This is an optimization exercise on Yosys and OpenROAD, whose aim is small area and a short achievable clock period, not a production implementation. At most, simulation tests tie the RTL to the original design; equivalence was not proved. Power is estimated from default activity; no workload was simulated.

lane 1:
==> module cam_pixel_packer, before the edit <==
module cam_pixel_packer #(
  parameter logic [31:0] BASE_ADDR   = 32'h0000_1000,
  parameter int          FRAME_BYTES = 4096,
  parameter int          BURST_LEN   = 16,
  parameter int          FIFO_DEPTH  = 64
) (
  input  logic        ACLK,
  input  logic        ARESET,
  input  logic        pix_valid,
  input  logic [7:0]  pix_data,
  input  logic        pix_sof,
  output logic        req_valid,
  input  logic        req_ready,
  output logic [31:0] req_addr,
  output logic [7:0]  req_len,
  output logic        dat_valid,
  input  logic        dat_ready,
  output logic [31:0] dat_data,
  output logic        dat_last,
  output logic        overflow,
  output logic        sync_err,
  output logic        frame_done
);
  logic [1:0]  phase_q;
  logic [23:0] part_q;
  logic [9:0]  fwords_q;
  logic [6:0]  count_q;
  logic [5:0]  wr_ptr_q;
  logic [63:0] rsel_q;       
  logic [1:0]  blk_q;        
  logic [3:0]  bhi_q;        
  logic [31:0] head_q;
  logic        last_q;
  logic        dv_idle_q;    
  logic        req_valid_q, dat_valid_q, overflow_q, sync_err_q, frame_done_q;
  logic [31:0] mem_q [64];
  logic pv_sof, pv_dat, push, pop, full, drop, push_ok, sof_err, enter, last_pop, advance;
  logic [31:0] rd_word;
  logic [6:0]  cnt_inc, cnt_dec;
  logic        cnt_up, cnt_dn;
  assign pv_sof   = pix_valid & pix_sof;
  assign pv_dat   = pix_valid & ~pix_sof;
  assign push     = pv_dat & (phase_q == 2'd3);
  assign pop      = dat_valid_q & dat_ready;
  assign full     = count_q[6];
  assign drop     = push & full & ~pop;
  assign push_ok  = push & ~drop;
  assign sof_err  = pv_sof & ((phase_q != 2'd0) | (fwords_q != 10'd0));
  assign enter    = req_valid_q & req_ready;
  assign last_pop = pop & last_q;
  assign advance  = enter | (pop & ~last_q);
  assign cnt_inc  = count_q + 7'd1;
  assign cnt_dec  = count_q - 7'd1;
  assign cnt_up   = push_ok & ~pop;
  assign cnt_dn   = pop & ~push_ok;
  always_ff @(posedge ACLK) begin
    if (push_ok) mem_q[wr_ptr_q] <= {pix_data, part_q};
  end
  always_comb begin
    rd_word = '0;
    for (int i = 0; i < 64; i++)
      rd_word = rd_word | (mem_q[i] & {32{rsel_q[i]}});
  end
  always_ff @(posedge ACLK) begin
    head_q <= (head_q  & {32{dat_valid_q & ~dat_ready}})
            | (rd_word & {32{dv_idle_q   |  dat_ready}});
    if (pix_valid && (pix_sof || phase_q == 2'd0)) part_q[7:0] <= pix_data;
    if (pv_dat && phase_q == 2'd1) part_q[15:8]  <= pix_data;
    if (pv_dat && phase_q == 2'd2) part_q[23:16] <= pix_data;
  end
  always_ff @(posedge ACLK or posedge ARESET) begin
    if (ARESET) begin
      phase_q      <= 2'd0;
      fwords_q     <= '0;
      count_q      <= '0;
      wr_ptr_q     <= '0;
      rsel_q       <= 64'd1;
      blk_q        <= 2'd0;
      bhi_q        <= '0;
      last_q       <= 1'b0;
      req_valid_q  <= 1'b0;
      dat_valid_q  <= 1'b0;
      dv_idle_q    <= 1'b1;
      overflow_q   <= 1'b0;
      sync_err_q   <= 1'b0;
      frame_done_q <= 1'b0;
    end else begin
      if (pv_sof) begin
        phase_q  <= 2'd1;
        fwords_q <= '0;
      end else if (pix_valid) begin
        phase_q  <= phase_q + 2'd1;
        if (push) fwords_q <= fwords_q + 10'd1;
      end
      count_q <= ({7{cnt_up}} & cnt_inc) | ({7{cnt_dn}} & cnt_dec)
               | ({7{~cnt_up & ~cnt_dn}} & count_q);
      if (push_ok) wr_ptr_q <= wr_ptr_q + 6'd1;
      if (drop)    overflow_q <= 1'b1;
      if (sof_err) sync_err_q <= 1'b1;
      frame_done_q <= last_pop & (blk_q == 2'd0) & (bhi_q == 4'hF);
      if (advance) begin
        rsel_q <= {rsel_q[62:0], rsel_q[63]};
        if (rsel_q[15] || rsel_q[31] || rsel_q[47] || rsel_q[63]) blk_q <= blk_q + 2'd1;
      end
      if (last_pop && blk_q == 2'd0) bhi_q <= bhi_q + 4'd1;
      if (enter) last_q <= 1'b0;
      else if (pop) last_q <= rsel_q[15] | rsel_q[31] | rsel_q[47] | rsel_q[63];
      if (!req_valid_q && !dat_valid_q && count_q[6:4] != 3'd0) req_valid_q <= 1'b1;
      else if (enter) req_valid_q <= 1'b0;
      if (enter) begin
        dat_valid_q <= 1'b1;
        dv_idle_q   <= 1'b0;
      end else if (last_pop) begin
        dat_valid_q <= 1'b0;
        dv_idle_q   <= 1'b1;
      end
    end
  end
  assign req_valid  = req_valid_q;
  assign req_addr   = BASE_ADDR + {20'd0, bhi_q, blk_q, 6'd0};
  assign req_len    = 8'(BURST_LEN - 1);
  assign dat_valid  = dat_valid_q;
  assign dat_data   = head_q;
  assign dat_last   = last_q;
  assign overflow   = overflow_q;
  assign sync_err   = sync_err_q;
  assign frame_done = frame_done_q;
endmodule
Settings: LEC_CHECK=0, ABC_CLOCK_PERIOD_IN_PS=2500, CAP_MARGIN=20, CORE_MARGIN=2, CORE_UTILIZATION=55, CTS_BUF_LIST=sky130_fd_sc_hd__clkbuf_16, CTS_CLUSTER_DIAMETER=80, CTS_CLUSTER_SIZE=24, SETUP_SLACK_MARGIN=3.0, SLEW_MARGIN=20; clock period 5.5 ns.
run.sh (not shown) runs the stock make flow with config.mk's settings and CLKGATE_MAP_FILE= SYNTH_SCRIPT=/design/flow/synth_recipe.tcl, a recipe that flattens the netlist after the stock synthesis.
What lane 2 does differently from lane 1 at the input level:
==> flow/design.v <==
module cam_pixel_packer #(
  parameter logic [31:0] BASE_ADDR   = 32'h0000_1000,
  parameter int          FRAME_BYTES = 4096,
  parameter int          BURST_LEN   = 16,
  parameter int          FIFO_DEPTH  = 64
) (
  input  logic        ACLK,
  input  logic        ARESET,
  input  logic        pix_valid,
  input  logic [7:0]  pix_data,
  input  logic        pix_sof,
  output logic        req_valid,
  input  logic        req_ready,
  output logic [31:0] req_addr,
  output logic [7:0]  req_len,
  output logic        dat_valid,
  input  logic        dat_ready,
  output logic [31:0] dat_data,
  output logic        dat_last,
  output logic        overflow,
  output logic        sync_err,
  output logic        frame_done
);
  logic [1:0]  phase_q;
  logic [23:0] part_q;
  logic [9:0]  fwords_q;
  logic [6:0]  count_q;
  logic [5:0]  wr_ptr_q;
  logic [15:0] bsel_q;       
  logic [3:0]  ksel_q;       
  logic [1:0]  blk_q;        
  logic [3:0]  bhi_q;        
  logic        wpend_q;      
  logic [7:0]  wbyte_q;
  logic [31:0] head_q;
  logic        last_q;
  logic        dv_idle_q;    
  logic        req_valid_q, dat_valid_q, overflow_q, sync_err_q, frame_done_q;
  logic [31:0] mem_q [64];
  logic [31:0] rd_word;
  logic pv_sof, pv_dat, push, pop, full, drop, push_ok, sof_err, enter, last_pop;
  assign pv_sof   = pix_valid & pix_sof;
  assign pv_dat   = pix_valid & ~pix_sof;
  assign push     = pv_dat & (phase_q == 2'd3);
  assign pop      = dat_valid_q & dat_ready;
  assign full     = count_q[6];
  assign drop     = push & full & ~pop;
  assign push_ok  = push & ~drop;
  assign sof_err  = pv_sof & ((phase_q != 2'd0) | (fwords_q != 10'd0));
  assign enter    = req_valid_q & req_ready;
  assign last_pop = pop & last_q;
  always_ff @(posedge ACLK) begin
    if (wpend_q) mem_q[wr_ptr_q] <= {wbyte_q, part_q};
  end
  always_comb begin
    rd_word = '0;
    for (int i = 0; i < 64; i++)
      rd_word = rd_word | (mem_q[i] & {32{ksel_q[i / 16] & bsel_q[i % 16]}});
  end
  always_ff @(posedge ACLK) begin
    head_q <= (head_q  & {32{dat_valid_q & ~dat_ready}})
            | (rd_word & {32{dv_idle_q   |  dat_ready}});
    if (pix_valid && (pix_sof || phase_q == 2'd0)) part_q[7:0] <= pix_data;
    if (pv_dat && phase_q == 2'd1) part_q[15:8]  <= pix_data;
    if (pv_dat && phase_q == 2'd2) part_q[23:16] <= pix_data;
    if (push) wbyte_q <= pix_data;
  end
  always_ff @(posedge ACLK or posedge ARESET) begin
    if (ARESET) begin
      phase_q      <= 2'd0;
      fwords_q     <= '0;
      count_q      <= '0;
      wr_ptr_q     <= '0;
      bsel_q       <= 16'd1;
      ksel_q       <= 4'd1;
      blk_q        <= 2'd0;
      bhi_q        <= '0;
      wpend_q      <= 1'b0;
      last_q       <= 1'b0;
      req_valid_q  <= 1'b0;
      dat_valid_q  <= 1'b0;
      dv_idle_q    <= 1'b1;
      overflow_q   <= 1'b0;
      sync_err_q   <= 1'b0;
      frame_done_q <= 1'b0;
    end else begin
      if (pv_sof) begin
        phase_q  <= 2'd1;
        fwords_q <= '0;
      end else if (pix_valid) begin
        phase_q  <= phase_q + 2'd1;
        if (push) fwords_q <= fwords_q + 10'd1;
      end
      if (push_ok && !pop)      count_q <= count_q + 7'd1;
      else if (!push_ok && pop) count_q <= count_q - 7'd1;
      wpend_q <= push_ok;
      if (wpend_q) wr_ptr_q <= wr_ptr_q + 6'd1;
      if (drop)    overflow_q <= 1'b1;
      if (sof_err) sync_err_q <= 1'b1;
      frame_done_q <= last_pop & ksel_q[0] & (bhi_q == 4'hF);
      if (enter || (pop && !last_q)) begin
        bsel_q <= {bsel_q[14:0], bsel_q[15]};
        if (bsel_q[15]) begin
          ksel_q <= {ksel_q[2:0], ksel_q[3]};
          blk_q  <= blk_q + 2'd1;
        end
      end
      if (last_pop && ksel_q[0]) bhi_q <= bhi_q + 4'd1;
      if (enter) last_q <= 1'b0;
      else if (pop) last_q <= bsel_q[15];
      if (!req_valid_q && !dat_valid_q && count_q[6:4] != 3'd0) req_valid_q <= 1'b1;
      else if (enter) req_valid_q <= 1'b0;
      if (enter) dat_valid_q <= 1'b1;
      else if (last_pop) dat_valid_q <= 1'b0;
      if (enter) dv_idle_q <= 1'b0;
      else if (last_pop) dv_idle_q <= 1'b1;
    end
  end
  assign req_valid  = req_valid_q;
  assign req_addr   = BASE_ADDR + {20'd0, bhi_q, blk_q, 6'd0};
  assign req_len    = 8'(BURST_LEN - 1);
  assign dat_valid  = dat_valid_q;
  assign dat_data   = head_q;
  assign dat_last   = last_q;
  assign overflow   = overflow_q;
  assign sync_err   = sync_err_q;
  assign frame_done = frame_done_q;
endmodule
- Compared with lane 1, lane 2 shows a lower sequential cell count.
- Lane 2 vs lane 1, share of synthesized area occupied by flip-flops and latches went down by 0.89 points.
- Lane 2 gives more power attributed to combinational cells than lane 1 did.
- In the reports for lane 2 and lane 1, the smaller shortest clock period the worst path allows after layout belongs to lane 2.
- Post-CTS setup-driven buffer insertion count (lane 2 vs. lane 1) increases by more than half
- Post-layout total power ended up 8000 uW higher on lane 2 than on lane 1.
- Lane 2 — post-route cell area 350 um2 lower, lane 1 as reference
- Looking at the reports, lane 2 completed the entire flow and the layout it produced met the timing, DRC and antenna checks.
- Relative to lane 1, slew at the pin with the worst max-slew slack decreased by 0.0061 ns in lane 2.
- Lane 2 against lane 1: worst reg2reg path depth saw a decrease; routed length on met1 saw a decrease.
Only the layout flow was run in lane 1; the RTL was not checked for function there.

separate check: timing with driven ports:
Ports are ideal in the flow. The routed layouts listed here were re-timed in OpenROAD. Step 1 sets driving cells, clkbuf_16 on the clock port and buf_2 on the other inputs (assumed; they add their load-dependent delay and slew). Step 2 times the ports against the registers' clock, not the clock port: input delays grow and output delays shrink by t, the midpoint of the rising clock arrivals with the driver on. Slacks: ideal ports / drivers / drivers and shift; pairs: ideal ports / drivers.
run	t (ns)	slack for setup (ns)	hold WS [ns]
lane 1	0.875	2.820 / 2.820 / 2.164	0.451 / 0.451 / 0.451
lane 2	0.856	2.930 / 2.889 / 2.280	0.478 / 0.478 / 0.478
After both steps setup and hold are still met in every run listed. The setup slack of lane 1, which loses most, moves by 0.000 ns with the drivers and by -0.656 ns with both steps.
